Context: an optimization exercise on an open-source flow, tuned for small area. The choices shown serve that exercise and are no tape-out recipe. Function was checked by simulation only, so behaviour that the tests miss may differ from the original. Power and IR drop assume default switching activity.

## input_event_queue
module input_event_queue #(
  parameter  int CHANNELS = 6,
  parameter  int WIDTH    = 32,
  parameter  int DEPTH    = 16,
  parameter  int TS_WIDTH = 33,
  localparam int CW       = (CHANNELS > 1) ? $clog2(CHANNELS) : 1,
  localparam int AW       = $clog2(DEPTH)
) (
  input  logic                      clk_sys,
  input  logic                      reset,
  input  logic [CHANNELS*WIDTH-1:0] joystick,
  input  logic [TS_WIDTH-1:0]       timestamp,
  input  logic                      sample_en,
  input  logic                      clear,
  output logic                      evt_valid,
  input  logic                      evt_ready,
  output logic [CW-1:0]             evt_channel,
  output logic [WIDTH-1:0]          evt_data,
  output logic [TS_WIDTH-1:0]       evt_ts,
  output logic [AW:0]               count,
  output logic                      busy,
  output logic                      overflow,
  output logic [15:0]               drop_count
);
Settings: LEC_CHECK=0, CAP_MARGIN=20, CORE_MARGIN=2, CORE_UTILIZATION=65, PLACE_DENSITY=0.75, SLEW_MARGIN=20; clock period 6.0 ns.
run.sh (not shown) runs the stock make flow with config.mk's settings and CLKGATE_MAP_FILE= SYNTH_SCRIPT=/design/flow/synth_recipe.tcl, a recipe that flattens the netlist after the stock synthesis.
The baseline completed with no timing, DRC or antenna violations.
Rerun with:
--- a/flow/config.mk
+++ b/flow/config.mk
@@ -9,4 +9,4 @@
 export CORE_MARGIN = 2
-export CORE_UTILIZATION = 65
-export PLACE_DENSITY = 0.75
+export CORE_UTILIZATION = 40
+export PLACE_DENSITY = 0.6
 export SLEW_MARGIN = 20
The new run passed the timing, design-rule and antenna checks.
Power went up by 1.2%.
Cell count went up by 16%.
Sequential power is about the same.
Fmax went up by 2.2%.
Clock power went up by 3.0%.
Routed wire length went up by 2.3%.
Design area went up by 1.7%.
Setup slack is better by 0.12 ns.
Rerun with:
==> flow/flow/run.sh (new file) <==
#!/bin/bash
# Layout with the standard flow (standard.sh), changing only two knobs:
#  * port buffers use the smallest buffer cell instead of a delay buffer;
#  * clock tree synthesis uses clkbuf_8 sink clusters and no dummy loads.
# Each tool's output goes to a log file of its own in this folder; ORFS keeps
# its per-step logs under orfs/logs/.
set -euo pipefail
export BUFFER_PORTS_ARGS="-buffer_cell sky130_fd_sc_hd__buf_1"
export CTS_ARGS="-sink_clustering_enable -repair_clock_nets -dont_use_dummy_load -buf_list sky130_fd_sc_hd__clkbuf_8 -sink_clustering_size 20 -sink_clustering_max_diameter 40"
bash standard.sh > standard.log 2>&1
==> flow/standard.sh (new file) <==
#!/bin/bash
# synth_recipe.tcl (not shown) runs the flow's synth.tcl, then flattens the netlist and writes it again
# the make line also repeats each setting of config.mk as NAME=value (left out here)
make -C /OpenROAD-flow-scripts/flow DESIGN_CONFIG=/design/flow/config.mk WORK_HOME=/design/flow/orfs CLKGATE_MAP_FILE= SYNTH_SCRIPT=/design/flow/synth_recipe.tcl "${@:-finish}"
--- a/flow/config.mk
+++ b/flow/config.mk
@@ -7,6 +7,7 @@
 export LEC_CHECK = 0
-export CAP_MARGIN = 20
+export CAP_MARGIN = 5
 export CORE_MARGIN = 2
 export CORE_UTILIZATION = 40
+export GPL_TIMING_DRIVEN = 0
 export PLACE_DENSITY = 0.6
-export SLEW_MARGIN = 20
+export SLEW_MARGIN = 5
removed: flow/run.sh
=> Clock-buffer cell count goes down by 30; core utilization went down by 3.0 points; hold slack degrades by 0.038 ns; sequential share of layout area increases by 4.5 points; via count went up by 2.3%.
Rerun with:
==> flow/run.sh (new file) <==
#!/bin/bash
# synth_recipe.tcl (not shown) runs the flow's synth.tcl, then flattens the netlist and writes it again
# the make line also repeats each setting of config.mk as NAME=value (left out here)
make -C /OpenROAD-flow-scripts/flow DESIGN_CONFIG=/design/flow/config.mk WORK_HOME=/design/flow/orfs CLKGATE_MAP_FILE= SYNTH_SCRIPT=/design/flow/synth_recipe.tcl finish
--- a/flow/config.mk
+++ b/flow/config.mk
@@ -7,7 +7,9 @@
 export LEC_CHECK = 0
-export CAP_MARGIN = 5
+export CAP_MARGIN = 20
 export CORE_MARGIN = 2
 export CORE_UTILIZATION = 40
-export GPL_TIMING_DRIVEN = 0
+export CTS_BUF_LIST = sky130_fd_sc_hd__clkbuf_8
+export CTS_CLUSTER_DIAMETER = 50
+export CTS_CLUSTER_SIZE = 18
 export PLACE_DENSITY = 0.6
-export SLEW_MARGIN = 5
+export SLEW_MARGIN = 20
removed: flow/flow/run.sh
removed: flow/standard.sh
After rerunning:
- cell area is higher by 3.5%
- cell count is lower by 0.63%
- wire length is lower by 7.9%
- die area stays the same
Rerun with:
==> flow/flow/run.sh (new file) <==
#!/bin/bash
# Layout with the standard flow (standard.sh), changing only two knobs:
#  * port buffers use the smallest buffer cell instead of a delay buffer;
#  * clock tree synthesis uses clkbuf_8 sink clusters and no dummy loads.
# Each tool's output goes to a log file of its own in this folder; ORFS keeps
# its per-step logs under orfs/logs/.
set -euo pipefail
export BUFFER_PORTS_ARGS="-buffer_cell sky130_fd_sc_hd__buf_1"
export CTS_ARGS="-sink_clustering_enable -repair_clock_nets -dont_use_dummy_load -buf_list sky130_fd_sc_hd__clkbuf_8 -sink_clustering_size 18 -sink_clustering_max_diameter 50"
bash standard.sh > standard.log 2>&1
==> flow/standard.sh (new file) <==
#!/bin/bash
# synth_recipe.tcl (not shown) runs the flow's synth.tcl, then flattens the netlist and writes it again
# the make line also repeats each setting of config.mk as NAME=value (left out here)
make -C /OpenROAD-flow-scripts/flow DESIGN_CONFIG=/design/flow/config.mk WORK_HOME=/design/flow/orfs CLKGATE_MAP_FILE= SYNTH_SCRIPT=/design/flow/synth_recipe.tcl "${@:-finish}"
--- a/flow/config.mk
+++ b/flow/config.mk
@@ -10,5 +10,2 @@
 export CORE_UTILIZATION = 40
-export CTS_BUF_LIST = sky130_fd_sc_hd__clkbuf_8
-export CTS_CLUSTER_DIAMETER = 50
-export CTS_CLUSTER_SIZE = 18
 export PLACE_DENSITY = 0.6
removed: flow/run.sh
Effect:
- via count shrinks by 1.1%
- routed wire length shrinks by 1.3%
- clock power shrinks by about 20%

==> static timing again, ports no longer ideal <==
The results above use ideal ports. As a check the final layouts listed here were re-extracted and re-timed, cells and wires unchanged.
Step 1 (the two cells are an assumption about what drives the block):
set clk [get_ports {clk_sys}]
set_driving_cell -lib_cell sky130_fd_sc_hd__clkbuf_16 $clk
set_driving_cell -lib_cell sky130_fd_sc_hd__buf_2 [delete_from_list [all_inputs] $clk]
Step 2 times the ports against the registers' clock, not the clock port: input delays grow and output delays shrink by t, the midpoint of the rising clock arrivals with the driver on.
Slacks: no drivers / after step 1 / after step 2; pairs: no drivers / after step 1.
run | t (ns) | setup slack, ns | worst setup path at the end | slew at the worst register clock pin (ns) | worst slew at a driven data input, ns
the first run | 0.796 | 0.451 / 0.379 / 1.175 | register to output | 0.07 / 0.07 | 0.09
the second run | 0.830 | 0.570 / 0.497 / 1.327 | register to output | 0.06 / 0.06 | 0.12
the third run | 0.960 | 0.118 / 0.044 / 1.004 | register to output | 0.11 / 0.11 | 0.10
the fourth run | 0.947 | 0.478 / 0.404 / 1.351 | register to output | 0.11 / 0.11 | 0.11
the fifth run | 0.932 | 0.417 / 0.338 / 1.270 | register to output | 0.11 / 0.11 | 0.09
After both steps setup and hold are still met in every run listed.
